Context: an optimization exercise on an open-source flow, tuned for small area, a short achievable clock period and few clock cycles per item. The choices shown serve that exercise and are no tape-out recipe. Function was checked by simulation only, so behaviour that the tests miss may differ from the original.

### design/flow/config.mk
export PLATFORM = sky130hd
export DESIGN_NAME = haptic_pattern_sequencer
export DESIGN_NICKNAME = haptic_pattern_sequencer
export VERILOG_FILES = /design/flow/design.v
export SDC_FILE = /design/flow/constraint.sdc
export NUM_CORES = 4
export LEC_CHECK = 0
export CAP_MARGIN = 20
export CORE_MARGIN = 2
export CORE_UTILIZATION = 40
export SLEW_MARGIN = 20
### design/flow/constraint.sdc
create_clock -name core_clock -period 9.5 [get_ports {clk_i}]
set_input_delay 1.9000 -clock core_clock [delete_from_list [all_inputs] [get_ports {clk_i}]]
set_output_delay 1.9000 -clock core_clock [all_outputs]
set_load 0.01 [all_outputs]
### design/flow/design.v
package hps_pkg;
  localparam int unsigned MAX_DISTANCE  = 2560;
  localparam int unsigned PATTERN_STEPS = 2;
  localparam logic [7:0] PULSE_LEVEL    = 8'd210;
  localparam int unsigned TAB_BITS      = 9;
  localparam logic [TAB_BITS-1:0] ON_MS        = 9'd45;
  localparam logic [TAB_BITS-1:0] OFF_FIRST_MS = 9'd120;
  localparam logic [TAB_BITS-1:0] OFF_LAST_MS  = 9'd260;
  localparam int unsigned CFG_IDX_BITS  = 1;
  localparam int unsigned CFG_DATA_BITS = 16;
  localparam logic [CFG_IDX_BITS-1:0] REG_THRESHOLD = 1'd0;
  localparam logic [CFG_IDX_BITS-1:0] REG_COOLDOWN  = 1'd1;
  localparam logic [14:0] RESET_THRESHOLD = 15'd13;
  localparam logic [15:0] RESET_COOLDOWN  = 16'd500;
  localparam logic FUNC_TICK   = 1'b0;
  localparam logic FUNC_PACKET = 1'b1;
  localparam int unsigned DIST_BITS   = $clog2(MAX_DISTANCE + 1);
  localparam int unsigned PROD_BITS   = DIST_BITS + 8;
  localparam int unsigned RECIP_SHIFT = PROD_BITS + $clog2(MAX_DISTANCE);
  localparam int unsigned RECIP_BITS  = PROD_BITS + 1;
  localparam logic [RECIP_BITS-1:0] RECIP = RECIP_BITS'(
      ((64'd1 << RECIP_SHIFT) + 64'(MAX_DISTANCE) - 64'd1) / 64'(MAX_DISTANCE));
  typedef struct packed {
    logic [14:0] target_threshold;
    logic [15:0] cooldown_ms;
  } hps_cfg_t;
  typedef struct packed {
    logic [31:0] now_ms;
    logic [31:0] step_deadline;
    logic [31:0] last_start_ms;
    logic        in_pattern;
    logic [1:0]  step_index;
    logic        phase_on;
    logic [7:0]  drive_level;
  } hps_state_t;
  typedef struct packed {
    logic [7:0] motor_level;
    logic       level_written;
    logic       pattern_active;
    logic       pattern_started;
  } hps_result_t;
  function automatic logic [TAB_BITS-1:0] on_ms(input logic [1:0] idx);
    logic [1:0] unused_idx;
    unused_idx = idx;
    on_ms = ON_MS;
  endfunction
  function automatic logic [TAB_BITS-1:0] off_ms(input logic [1:0] idx);
    off_ms = (idx == 2'd0) ? OFF_FIRST_MS : OFF_LAST_MS;
  endfunction
endpackage
module hps_cfg_regs (
  input  logic                             clk_i,
  input  logic                             rst_ni,
  input  logic                             cfg_valid_i,
  output logic                             cfg_ready_o,
  input  logic [hps_pkg::CFG_IDX_BITS-1:0]  cfg_index_i,
  input  logic [hps_pkg::CFG_DATA_BITS-1:0] cfg_data_i,
  output hps_pkg::hps_cfg_t                cfg_o
);
  hps_pkg::hps_cfg_t cfg_q, cfg_d;
  assign cfg_ready_o = 1'b1;
  always_comb begin
    cfg_d = cfg_q;
    if (cfg_valid_i) begin
      case (cfg_index_i)
        hps_pkg::REG_THRESHOLD: cfg_d.target_threshold = cfg_data_i[14:0];
        hps_pkg::REG_COOLDOWN:  cfg_d.cooldown_ms      = cfg_data_i[15:0];
        default:                cfg_d = cfg_q;
      endcase
    end
  end
  always_ff @(posedge clk_i or negedge rst_ni) begin
    if (!rst_ni) begin
      cfg_q.target_threshold <= hps_pkg::RESET_THRESHOLD;
      cfg_q.cooldown_ms      <= hps_pkg::RESET_COOLDOWN;
    end else begin
      cfg_q <= cfg_d;
    end
  end
  assign cfg_o = cfg_q;
endmodule
module hps_step (
  input  hps_pkg::hps_cfg_t    cfg_i,
  input  hps_pkg::hps_state_t  state_i,
  input  logic                 func_i,
  input  logic signed [15:0]   distance_i,
  output hps_pkg::hps_state_t  state_o,
  output hps_pkg::hps_result_t result_o
);
  localparam int unsigned MulBits = hps_pkg::PROD_BITS + hps_pkg::RECIP_BITS;
  hps_pkg::hps_state_t svc;
  logic [31:0] now_ms;
  logic [31:0] due_diff;
  logic [31:0] since_start;
  logic [1:0]  idx_next;
  logic        svc_written;
  logic        is_packet;
  logic        dist_neg;
  logic [14:0] dist_mag;
  logic        can_start;
  logic [14:0] dist_sat;
  logic [hps_pkg::DIST_BITS-1:0] dist_left;
  logic [hps_pkg::PROD_BITS-1:0] scaled;
  logic [MulBits-1:0]            quot_full;
  logic [7:0]                    guide_level;
  assign is_packet = (func_i == hps_pkg::FUNC_PACKET);
  assign now_ms    = is_packet ? state_i.now_ms : state_i.now_ms + 32'd1;
  assign due_diff  = now_ms - state_i.step_deadline;
  assign idx_next  = state_i.step_index + 2'd1;
  always_comb begin
    svc         = state_i;
    svc.now_ms  = now_ms;
    svc_written = 1'b0;
    if (state_i.in_pattern && !due_diff[31]) begin
      svc_written = 1'b1;
      if (state_i.phase_on) begin
        svc.drive_level   = 8'd0;
        svc.phase_on      = 1'b0;
        svc.step_deadline = now_ms + 32'(hps_pkg::off_ms(state_i.step_index));
      end else begin
        svc.step_index = idx_next;
        if (idx_next >= 2'(hps_pkg::PATTERN_STEPS)) begin
          svc.drive_level = 8'd0;
          svc.in_pattern  = 1'b0;
        end else begin
          svc.drive_level   = hps_pkg::PULSE_LEVEL;
          svc.phase_on      = 1'b1;
          svc.step_deadline = now_ms + 32'(hps_pkg::on_ms(idx_next));
        end
      end
    end
  end
  assign dist_neg    = distance_i[15];
  assign dist_mag    = distance_i[14:0];
  assign dist_sat    = (dist_mag > 15'(hps_pkg::MAX_DISTANCE)) ?
                       15'(hps_pkg::MAX_DISTANCE) : dist_mag;
  assign dist_left   = hps_pkg::DIST_BITS'(15'(hps_pkg::MAX_DISTANCE) - dist_sat);
  assign scaled      = {dist_left, 8'd0} - hps_pkg::PROD_BITS'(dist_left);
  assign quot_full   = MulBits'(scaled) * MulBits'(hps_pkg::RECIP);
  assign guide_level = quot_full[hps_pkg::RECIP_SHIFT +: 8];
  assign since_start = now_ms - state_i.last_start_ms;
  assign can_start   = !dist_neg && (dist_mag <= cfg_i.target_threshold) &&
                       !svc.in_pattern && (since_start > {16'd0, cfg_i.cooldown_ms});
  always_comb begin
    state_o                  = svc;
    result_o.level_written   = svc_written;
    result_o.pattern_started = 1'b0;
    if (is_packet) begin
      if (dist_neg) begin
        if (!svc.in_pattern) begin
          state_o.drive_level    = 8'd0;
          result_o.level_written = 1'b1;
        end
      end else if (can_start) begin
        state_o.last_start_ms    = now_ms;
        state_o.in_pattern       = 1'b1;
        state_o.step_index       = 2'd0;
        state_o.phase_on         = 1'b1;
        state_o.drive_level      = hps_pkg::PULSE_LEVEL;
        state_o.step_deadline    = now_ms + 32'(hps_pkg::on_ms(2'd0));
        result_o.level_written   = 1'b1;
        result_o.pattern_started = 1'b1;
      end else if (!svc.in_pattern) begin
        state_o.drive_level    = guide_level;
        result_o.level_written = 1'b1;
      end
    end
    result_o.motor_level    = state_o.drive_level;
    result_o.pattern_active = state_o.in_pattern;
  end
endmodule
module haptic_pattern_sequencer (
  input  logic                             clk_i,
  input  logic                             rst_ni,
  input  logic                             cfg_valid_i,
  output logic                             cfg_ready_o,
  input  logic [hps_pkg::CFG_IDX_BITS-1:0]  cfg_index_i,
  input  logic [hps_pkg::CFG_DATA_BITS-1:0] cfg_data_i,
  input  logic                             in_valid_i,
  output logic                             in_stall_o,
  input  logic                             func_i,
  input  logic signed [15:0]               distance_i,
  output logic                             out_valid_o,
  input  logic                             out_stall_i,
  output logic [7:0]                       motor_level_o,
  output logic                             level_written_o,
  output logic                             pattern_active_o,
  output logic                             pattern_started_o
);
  hps_pkg::hps_cfg_t    cfg;
  hps_pkg::hps_state_t  state_q, state_next;
  hps_pkg::hps_result_t res_q, res_next;
  logic                 in_valid_q, in_valid_d;
  logic                 func_q;
  logic signed [15:0]   distance_q;
  logic                 out_valid_q, out_valid_d;
  logic                 out_free;
  logic                 fire;
  logic                 accept;
  hps_cfg_regs u_cfg (
    .clk_i       (clk_i),
    .rst_ni      (rst_ni),
    .cfg_valid_i (cfg_valid_i),
    .cfg_ready_o (cfg_ready_o),
    .cfg_index_i (cfg_index_i),
    .cfg_data_i  (cfg_data_i),
    .cfg_o       (cfg)
  );
  assign out_free   = !out_valid_q || !out_stall_i;
  assign fire       = in_valid_q && out_free;
  assign in_stall_o = in_valid_q && !out_free;
  assign accept     = in_valid_i && !in_stall_o;
  always_comb begin
    in_valid_d = in_valid_q;
    if (accept) begin
      in_valid_d = 1'b1;
    end else if (fire) begin
      in_valid_d = 1'b0;
    end
  end
  always_comb begin
    out_valid_d = out_valid_q;
    if (fire) begin
      out_valid_d = 1'b1;
    end else if (!out_stall_i) begin
      out_valid_d = 1'b0;
    end
  end
  hps_step u_step (
    .cfg_i      (cfg),
    .state_i    (state_q),
    .func_i     (func_q),
    .distance_i (distance_q),
    .state_o    (state_next),
    .result_o   (res_next)
  );
  always_ff @(posedge clk_i or negedge rst_ni) begin
    if (!rst_ni) begin
      in_valid_q  <= 1'b0;
      out_valid_q <= 1'b0;
      state_q     <= '0;
    end else begin
      in_valid_q  <= in_valid_d;
      out_valid_q <= out_valid_d;
      if (fire) begin
        state_q <= state_next;
      end
    end
  end
  always_ff @(posedge clk_i) begin
    if (accept) begin
      func_q     <= func_i;
      distance_q <= distance_i;
    end
    if (fire) begin
      res_q <= res_next;
    end
  end
  assign out_valid_o       = out_valid_q;
  assign motor_level_o     = res_q.motor_level;
  assign level_written_o   = res_q.level_written;
  assign pattern_active_o  = res_q.pattern_active;
  assign pattern_started_o = res_q.pattern_started;
endmodule
### design/flow/run.sh
#!/bin/bash
# synth_recipe.tcl (not shown) runs the flow's synth.tcl, then flattens the netlist and writes it again
# the make line also repeats each setting of config.mk as NAME=value (left out here)
make -C /OpenROAD-flow-scripts/flow DESIGN_CONFIG=/design/flow/config.mk WORK_HOME=/design/flow/orfs CLKGATE_MAP_FILE= SYNTH_SCRIPT=/design/flow/synth_recipe.tcl finish
==> flow_metrics.tcl <==
set metrics [dict create \
    status "no timing/DRC/antenna violations" \
    fin_ws_ns 0.422 \
    place_ws_ns 0.0483 \
    final_max_slew_viol_count 0 \
    place.gp.congestion 0.954 \
    layout_common_cells "inv_1, ha_1, nand2_1, fa_1, dfrtp_1" \
    antenna_cells 0 \
    htreeDepth 4 \
    grt_pass1_wl_um 93500 \
    ys.flop_type "dfrtp_1" \
    reg2reg_depth 40 \
    fin_crit_sh_pct 95.6 \
    drive_gt1_share_pct 11.4 \
    rows 83 \
    grt_max_degree 103 \
    grt_overflow 0 \
    fp.dieW_um 233 \
    antenna_found_initial 0 \
    cts.clk_slew.worst_paths_ns 0.07 \
    setup_viol 0 \
    rr_startpoint "distance_q[14]" \
    tightestPinTransition_ns 1.24 \
    hold_path_depth 1 \
    min_period_ns 9.08 \
    drt-initial-drc-count 1101 \
    ys_seq_area_share_pct 20.9 \
    io-pin-count 53 \
    crit_required_ns 9.71 \
    syn_inst 2295 \
    dp_cells 3041 \
    start_util_pct 40.6 \
    hold_path.class "register to register" \
    synth_area_sq_mm 0.0209 \
    drt_first_pass_iters 6 \
    avgSynthCellArea_sq_um 9.12 \
    vias_per_cell 5.48 \
    reg2reg_setup_slack_ns 0.42 \
    drc_errors 0 \
    drv_cap 0 \
    layout.nets 2869 \
    critPathKind "register to register" \
    yosysWarnings 3 \
    area_delta_synth_final_pct 12.6 \
    cts_tree "done" \
    critPathMaxFanout 8 \
    hold_viol 0 \
    grt_pass1_vias 16700 \
    die_y_um 233 \
    synth-edff-count 28 \
    stdcell_count 3084 \
    fin_skew_ns 0.0115 \
    cp-start-kind "register" \
    routed_wl_um 58600 \
    hold_path_end "state_q[27]" \
    core_area_sq_mm 0.0515 \
    cts.sinks 169 \
    dp_hpwl_um 47500 \
    fmax_ghz 0.110 \
    mostFrequentLayoutCell "inv_1" \
    clock_path_buffers 2 \
    ys_ff_latch 169 \
    crit_path_top_delay_cell "fa_1" \
    cts_hold_buf 0 \
    utilization_pct 45.8 \
    die_area_sq_mm 0.0542 \
    synth.net_count 2773 \
    crit_path_end_kind "register" \
    slew_headroom_pct 16.9 \
    vias 16900 \
    ys_async_sr_fraction_pct 83.4 \
    ant_nets 0 \
    n_fill_cell 5030 \
    clock_latency_ns 0.45 \
    r2r-end "res_q[4]" \
    root_buffer "clkbuf_16" \
    grtUsageTotal_pct 22.0 \
    cts_buffers 17 \
    slowest_delay_ns 0.53 \
    wl_per_cell_um 19.0 \
    numPortBuffers 51 \
    critPathArrivalTime_ns 9.28 \
    min_from "state_q[27]" \
    synth.distinct_cells 104 \
]
[flip-flops by register name (all words and copies together) (netlist names)]
signal / count
state_q: 108
u_cfg.cfg_q: 31
distance_q: 16
res_q: 11
func_q: 1
in_valid_q: 1
out_valid_q: 1
[worst max-delay path, delay by kind of cell, from the launching register on]
family	cells	cell delay, ns
buffers and inverters	9	0.96
xor gates and xnor gates	3	0.66
and+or+nand+nor	7	1.22
DFF	1	0.39
AOI/OAI and AO/OA	11	1.86
adders and majority gates	10	3.73
[worst max-delay path by stage]
stage,from,endpoint,slack [ns],depth (start not counted)
final,distance_q[14],res_q[4],0.42,40
after CTS,distance_q[2],res_q[9],0.04,36
after global placement,distance_q[14],res_q[9],0.16,37
after detailed placement,distance_q[2],res_q[9],0.05,36
after global routing,distance_q[14],state_q[1],-0.04,40
after floorplan,distance_q[14],res_q[9],0.005,39
[through the flow]
| stage | TNS (ns) | instance area (sq um) | hold WS, ns |
|---|---|---|---|
| after detailed placement | 0 | 22600 | 0.484 |
| after CTS | 0 | 23200 | 0.500 |
| after global routing | -0.0922 | 23600 | 0.516 |
| final | 0 | 23600 | 0.495 |
| after floorplan | 0 | 20900 | 0.450 |
| after global placement | 0 | 22600 | 0.466 |
[layer usage]
layer  part of all wire [%]  GRT usage, %
met4                    1.3          3.84
met1                     50          32.5
met2                     45          34.5
met5                      0             0
met3                    4.2          3.06
[cell usage after synthesis, types with 19 or more instances]
master    count  share of area, %
nor2_1      107               1.9
mux2_2       32               1.7
a21oi_1      83               2.0
o21ai_0      91               2.2
o21a_1       19              0.68
nand4_1      36               1.1
xor2_1       53               2.2
nand2_1     165               3.0
a21o_1       23              0.83
o211ai_1     20              0.72
ha_1        298                18
xnor2_1     100               4.2
fa_1        141                13
inv_1       399               7.2
nor3_1       38              0.91
nor2b_1      19              0.57
clkbuf_1     43              0.77
nand3_1      55               1.3
mux2i_1      23               1.1
dfrtp_1     132                16
edfxtp_1     28               4.0
[cell families (layout without fill, tap and decap cells)]
logic type,Yosys count,in the layout,synth area share [%]
other,1,1,0.0179
xor gates and xnor gates,160,160,7.09
muxes,66,66,3.41
and+or+nand+nor,539,539,13.4
buffers and inverters,480,589,9.24
DFF,169,169,20.9
adders and majority gates,439,439,31.3
AOI/OAI and AO/OA,441,441,14.6
[layout make-up]
class / count / area [sq um] / share of cell area, %
well taps: 680 / 851 / 3.61
multi-input cells: 1646 / 14900 / 63.3
clock inverters: 14 / 164 / 0.695
inverters: 404 / 1520 / 6.43
repair buffers: 153 / 1300 / 5.51
flip-flops and latches: 169 / 4380 / 18.6
clock buffers: 18 / 429 / 1.82
[timing repair]
item | 4_1_cts | 5_1_grt
setup endpoints to repair | 0 | 16
setup buffers | 0 | 10
gates resized for setup | 0 | 58
hold endpoints to repair | 0 | 0
Testbench counts, summed over its fixed seeds: cycles 32,016, beats 32,000.

[static timing again, ports no longer ideal]
In the flow no input, the clock included, has a driving cell. The finished layout below was timed again as built, in two steps. Step 1: set_driving_cell puts a clkbuf_16 on clk_i and a buf_2 on each other input, an assumption about the parent block. Step 2 adds t to the input delays and takes it off the output delays; t is the mean of the earliest and latest rising clock arrival at the registers after step 1. Input paths then give back, and output paths get back, about the clock's delay inside the block. a / b / c = ideal / step 1 / step 2; a / b = the first two.
shift t [ns]: 0.500
setup slack, ns: 0.422 / 0.422 / 0.422
worst hold slack (ns): 0.495 / 0.495 / 0.495
slew at the worst register clock pin (ns): 0.07 / 0.07
After both steps setup and hold are still met in this run. The setup slack of this run moves by 0.000 ns with the drivers and by 0.000 ns with both steps.
